This is an optimization exercise on Yosys and OpenROAD, whose aim is small area, a short achievable clock period and few clock cycles per item, not a production implementation. At most, simulation tests tie the RTL to the original design; equivalence was not proved.

==> inputs of try-fjord <==
==> flow/design.v (excerpt) <==
module muldiv_unit #(
    parameter int WIDTH     = 32,
    parameter int DIV_STEPS = 2
) (
    input  logic             clk,
    input  logic             reset,
    input  logic [3:0]       op,
    input  logic [WIDTH-1:0] src_a,
    input  logic [WIDTH-1:0] src_b,
    input  logic [1:0]       rd_sel,
    output logic             busy,
    output logic [WIDTH-1:0] result
);
    localparam int DW   = WIDTH + DIV_STEPS;                    
    localparam int NITR = (WIDTH + DIV_STEPS - 1) / DIV_STEPS;  
    localparam logic [3:0] OP_MULT  = 4'd1;
    localparam logic [3:0] OP_MULTU = 4'd2;
    localparam logic [3:0] OP_DIV   = 4'd3;
    localparam logic [3:0] OP_DIVU  = 4'd4;
    localparam logic [3:0] OP_MADD  = 4'd5;
    localparam logic [3:0] OP_MADDU = 4'd6;
    localparam logic [3:0] OP_MSUB  = 4'd7;
    localparam logic [3:0] OP_MSUBU = 4'd8;
    localparam logic [3:0] OP_MTHI  = 4'd9;
    localparam logic [3:0] OP_MTLO  = 4'd10;
    typedef enum logic [2:0] {IDLE, MUL, ALIGN, DIV, FIX} state_t;
    state_t           state;
    logic [WIDTH-1:0] hi, lo;
    logic [33:0]      x;         
    logic [1:0]       hx;
    logic [DW-1:0]    dv;        
    logic [3:0]       cnt;
    logic             sgn, msub, neg_q, neg_r;
    logic is_mul, is_div, is_sgn, is_acc, is_sub;
    always_comb begin
        is_mul = 1'b0; is_div = 1'b0; is_sgn = 1'b0; is_acc = 1'b0; is_sub = 1'b0;
        case (op)
  ...
clock: 15.0 ns
lec_check: 0
abc_area: 1
cap_margin: 20
core_margin: 2
core_utilization: 40
slew_margin: 20
run.sh (not shown) runs the stock make flow with config.mk's settings and CLKGATE_MAP_FILE= SYNTH_SCRIPT=/design/flow/synth_recipe.tcl, a recipe that flattens the netlist after the stock synthesis.
==> inputs of try-umber, as changes to try-fjord <==
--- a/flow/design.v
+++ b/flow/design.v
@@ -67,44 +67,54 @@
     muldiv_csa u_csa (
         .hp(mh), .u0(mu[0]), .u1(mu[1]), .u2(mu[2]), .u3(mu[3]), .u4(mu[4]), .u5(mu[5]),
         .u6(mu[6]), .u7(mu[7]), .corr(mcorr), .z(mz), .s(cs_s), .c(cs_c)
     );
     assign mt = cs_s + cs_c;
+    function automatic logic [WIDTH-1:0] negate(input logic [WIDTH-1:0] x);
+        logic [WIDTH-1:0] o;
+        o = x;
+        for (int l = 1; l < WIDTH; l = l * 2)
+            for (int i = WIDTH - 1; i >= 0; i--)
+                if ((i / l) % 2 == 1)
+                    o[i] = o[i] | o[(i / l) * l - 1];
+        negate = x ^ {o[WIDTH-2:0], 1'b0};
+    endfunction
     logic [WIDTH-1:0] neg_hi, neg_lo, mag_a, mag_b;
-    always_comb begin
-        logic ch, cl;
-        ch = 1'b1;
-        cl = 1'b1;
-        for (int i = 0; i < WIDTH; i++) begin
-            neg_hi[i] = ~hi[i] ^ ch;
-            neg_lo[i] = ~lo[i] ^ cl;
-            ch = ch & ~hi[i];
-            cl = cl & ~lo[i];
-        end
-    end
+    assign neg_hi = negate(hi);
+    assign neg_lo = negate(lo);
     assign mag_a = (sgn && hi[WIDTH-1]) ? neg_hi : hi;
     assign mag_b = (sgn && lo[WIDTH-1]) ? neg_lo : lo;
     function automatic logic signed [6:0] lead_pos(input logic [WIDTH-1:0] v, input logic neg, input logic top);
         logic [WIDTH-1:0] w;
-        w = neg ? ~v : v;
-        lead_pos = -7'sd1;
-        for (int i = 0; i < WIDTH; i++)
-            if (w[i]) lead_pos = 7'(i);
-        if (neg) begin
-            if (top) lead_pos = lead_pos + 7'sd1;
-            else if (lead_pos < 0) lead_pos = 7'sd0;    
-        end
+        logic [15:0]      x1;
+        logic [7:0]       x2;
+        logic [3:0]       x3;
+        logic [1:0]       x4;
+        logic [4:0]       p;
+        w    = v ^ {WIDTH{neg}};
+        p[4] = |w[31:16];
+        x1   = p[4] ? w[31:16] : w[15:0];
+        p[3] = |x1[15:8];
+        x2   = p[3] ? x1[15:8] : x1[7:0];
+        p[2] = |x2[7:4];
+        x3   = p[2] ? x2[7:4] : x2[3:0];
+        p[1] = |x3[3:2];
+        x4   = p[1] ? x3[3:2] : x3[1:0];
+        p[0] = x4[1];
+        if (w == '0)
+            lead_pos = neg ? 7'sd0 : -7'sd1;    
+        else
+            lead_pos = {2'b0, p} + {6'b0, neg && top};
     endfunction
-    logic signed [6:0] pos_a, pos_b, sdiff;
+    logic signed [6:0] pos_a, pos_b, pa, pb, sdiff;
     logic [3:0]  nitr;         
     logic [5:0]  shamt;
-    logic        q_zero, b_zero;
+    logic        q_zero, bz;   
     always_comb begin
-        pos_a  = lead_pos(hi, sgn && hi[WIDTH-1], 1'b1);
-        pos_b  = lead_pos(lo, sgn && lo[WIDTH-1], 1'b0);
-        b_zero = (lo == '0);
-        sdiff  = pos_a - pos_b;
+        pos_a  = lead_pos(src_a, is_sgn && src_a[WIDTH-1], 1'b1);
+        pos_b  = lead_pos(src_b, is_sgn && src_b[WIDTH-1], 1'b0);
+        sdiff  = pa - pb;
         q_zero = sdiff[6];
         nitr   = 4'(sdiff[5:0] / DIV_STEPS);
         shamt  = 6'((32'(nitr) + 1) * DIV_STEPS - 1);
     end
     logic [WIDTH-1:0]     dr;
@@ -150,11 +160,11 @@
                         state <= IDLE;
                         busy  <= 1'b0;
                     end
                 end
                 ALIGN: begin
-                    if (b_zero) begin
+                    if (bz) begin
                         lo    <= '1;
                         state <= IDLE;
                         busy  <= 1'b0;
                     end else if (q_zero) begin
                         lo    <= '0;
@@ -201,10 +211,13 @@
                     cnt  <= 4'd3;
                     sgn  <= is_sgn;
                     msub <= is_sub;
                 end else if (is_div) begin
                     sgn  <= is_sgn;
+                    pa   <= pos_a;
+                    pb   <= pos_b;
+                    bz   <= (src_b == '0);
                 end
             end
             MUL: begin
                 hx  <= mt[41:40];
                 cnt <= cnt - 1'b1;
@@ -220,17 +233,14 @@
                 cnt <= cnt - 1'b1;
             end
             default: ;
         endcase
     end
-    always_comb begin
-        case (rd_sel)
-            2'd1:    result = hi;
-            2'd2:    result = lo;
-            default: result = '0;
-        endcase
-    end
+    logic sel_hi, sel_lo;
+    assign sel_hi = rd_sel[0] & ~rd_sel[1];
+    assign sel_lo = rd_sel[1] & ~rd_sel[0];
+    assign result = ({WIDTH{sel_hi}} & hi) | ({WIDTH{sel_lo}} & lo);
 endmodule
 module muldiv_csa (
     input  logic [33:0] hp,
     input  logic [32:0] u0, u1, u2, u3, u4, u5, u6, u7,
     input  logic [7:0]  corr,
==> flow/flow/run.sh (new file) <==
#!/bin/bash
# The standard layout (the standard.sh, unchanged synthesis and steps), except that the
# port buffers that global placement inserts on every input and output use a plain buf_2
# instead of the delay-cell buffer buffer_ports would otherwise pick.
set -euo pipefail
export BUFFER_PORTS_ARGS="-buffer_cell sky130_fd_sc_hd__buf_2"
bash standard.sh > standard.log 2>&1
==> flow/standard.sh (new file) <==
#!/bin/bash
# synth_recipe.tcl (not shown) runs the flow's synth.tcl, then flattens the netlist and writes it again
# the make line also repeats each setting of config.mk as NAME=value (left out here)
make -C /OpenROAD-flow-scripts/flow DESIGN_CONFIG=/design/flow/config.mk WORK_HOME=/design/flow/orfs CLKGATE_MAP_FILE= SYNTH_SCRIPT=/design/flow/synth_recipe.tcl "${@:-finish}"
removed: flow/run.sh
==> inputs of try-zinc, as changes to try-fjord <==
--- a/flow/design.v
+++ b/flow/design.v
@@ -67,34 +67,45 @@
     muldiv_csa u_csa (
         .hp(mh), .u0(mu[0]), .u1(mu[1]), .u2(mu[2]), .u3(mu[3]), .u4(mu[4]), .u5(mu[5]),
         .u6(mu[6]), .u7(mu[7]), .corr(mcorr), .z(mz), .s(cs_s), .c(cs_c)
     );
     assign mt = cs_s + cs_c;
+    function automatic logic [WIDTH-1:0] negate(input logic [WIDTH-1:0] x);
+        logic [WIDTH-1:0] o;
+        o = x;
+        for (int l = 1; l < WIDTH; l = l * 2)
+            for (int i = WIDTH - 1; i >= 0; i--)
+                if ((i / l) % 2 == 1)
+                    o[i] = o[i] | o[(i / l) * l - 1];
+        negate = x ^ {o[WIDTH-2:0], 1'b0};
+    endfunction
     logic [WIDTH-1:0] neg_hi, neg_lo, mag_a, mag_b;
-    always_comb begin
-        logic ch, cl;
-        ch = 1'b1;
-        cl = 1'b1;
-        for (int i = 0; i < WIDTH; i++) begin
-            neg_hi[i] = ~hi[i] ^ ch;
-            neg_lo[i] = ~lo[i] ^ cl;
-            ch = ch & ~hi[i];
-            cl = cl & ~lo[i];
-        end
-    end
+    assign neg_hi = negate(hi);
+    assign neg_lo = negate(lo);
     assign mag_a = (sgn && hi[WIDTH-1]) ? neg_hi : hi;
     assign mag_b = (sgn && lo[WIDTH-1]) ? neg_lo : lo;
     function automatic logic signed [6:0] lead_pos(input logic [WIDTH-1:0] v, input logic neg, input logic top);
         logic [WIDTH-1:0] w;
-        w = neg ? ~v : v;
-        lead_pos = -7'sd1;
-        for (int i = 0; i < WIDTH; i++)
-            if (w[i]) lead_pos = 7'(i);
-        if (neg) begin
-            if (top) lead_pos = lead_pos + 7'sd1;
-            else if (lead_pos < 0) lead_pos = 7'sd0;    
-        end
+        logic [15:0]      x1;
+        logic [7:0]       x2;
+        logic [3:0]       x3;
+        logic [1:0]       x4;
+        logic [4:0]       p;
+        w    = v ^ {WIDTH{neg}};
+        p[4] = |w[31:16];
+        x1   = p[4] ? w[31:16] : w[15:0];
+        p[3] = |x1[15:8];
+        x2   = p[3] ? x1[15:8] : x1[7:0];
+        p[2] = |x2[7:4];
+        x3   = p[2] ? x2[7:4] : x2[3:0];
+        p[1] = |x3[3:2];
+        x4   = p[1] ? x3[3:2] : x3[1:0];
+        p[0] = x4[1];
+        if (w == '0)
+            lead_pos = neg ? 7'sd0 : -7'sd1;    
+        else
+            lead_pos = {2'b0, p} + {6'b0, neg && top};
     endfunction
     logic signed [6:0] pos_a, pos_b, sdiff;
     logic [3:0]  nitr;         
     logic [5:0]  shamt;
     logic        q_zero, b_zero;
@@ -220,17 +231,14 @@
                 cnt <= cnt - 1'b1;
             end
             default: ;
         endcase
     end
-    always_comb begin
-        case (rd_sel)
-            2'd1:    result = hi;
-            2'd2:    result = lo;
-            default: result = '0;
-        endcase
-    end
+    logic sel_hi, sel_lo;
+    assign sel_hi = rd_sel[0] & ~rd_sel[1];
+    assign sel_lo = rd_sel[1] & ~rd_sel[0];
+    assign result = ({WIDTH{sel_hi}} & hi) | ({WIDTH{sel_lo}} & lo);
 endmodule
 module muldiv_csa (
     input  logic [33:0] hp,
     input  logic [32:0] u0, u1, u2, u3, u4, u5, u6, u7,
     input  logic [7:0]  corr,
Settings changed: CAP_MARGIN 20 to 80, SLEW_MARGIN 20 to 80.
==> reports/metrics.yaml <==
outcome:
  status: "timing/DRC/antenna clean"
finish:
  clk_share_pct: 1.88
synth:
  yosys.area_share.adder_pct: 26.1
  yosysSeqAreaShare_pct: 14.8
  netlist.area_leader.share_pct: 19.2
  synth_common_cells: "nand2_1, inv_1, o21ai_0"
  syn-num-nets: 4479
placement:
  placed_area_um2: 31400
timing:
  fmax_ghz: 0.127
Source of the figures above: try-zinc

==> reports/metrics.yaml <==
synth:
  synth_common_cells: "nand2_1, inv_1, o21ai_0"
  netlist.area_leader.share_pct: 19.4
placement:
  placed_area_um2: 28500
finish:
  clk_share_pct: 2.08
outcome:
  status: "timing/DRC/antenna clean"
Source of the figures above: try-fjord

==> reports/metrics.yaml <==
clock_tree:
  hold_buffers: 0
synth:
  yosys.area_share.adder_pct: 24.0
  netlist.area_leader.share_pct: 17.8
  ys_ff_latch: 159
  yosysSeqAreaShare_pct: 15.1
  synth_common_cells: "nand2_1, inv_1, nand3_1"
timing:
  fmax_ghz: 0.139
  setup-violations-final: 0
min_path:
  holdPathStages: 2
outcome:
  status: "timing/DRC/antenna clean"
routing:
  routedWlPerCell_um: 24.9
placement:
  placed_area_um2: 30600
finish:
  clk_share_pct: 2.01
Source of the figures above: try-umber

Testbench counts of try-zinc, summed over its fixed seeds: cycles 13,426, items 3,200.
Only the layout flow was run in try-fjord and try-umber; the RTL was not checked for function there.

[port drivers added, routing unchanged]
No port has a modelled driver above. Below, the same layouts with a new extraction and two added sets of constraints. Step 1: set_driving_cell puts a clkbuf_16 on clk and a buf_2 on each other input, an assumption about the parent block. Step 2 times the ports against the registers' clock, not the clock port: input delays grow and output delays shrink by t, the midpoint of the rising clock arrivals with the driver on. Three values: ideal, step 1, step 2; two values: the first two.
run | t, ns | setup slack, ns | clock arrival spread, ns
try-fjord | 0.534 | 6.284 / 6.259 / 6.259 | 0.018 / 0.019
try-umber | 0.583 | 7.783 / 7.763 / 7.763 | 0.017 / 0.017
try-zinc | 0.538 | 7.116 / 7.093 / 7.093 | 0.015 / 0.015
After both steps every run listed still meets setup and hold. The setup slack of try-fjord, which loses most, moves by -0.025 ns with the drivers and by -0.025 ns with both steps.
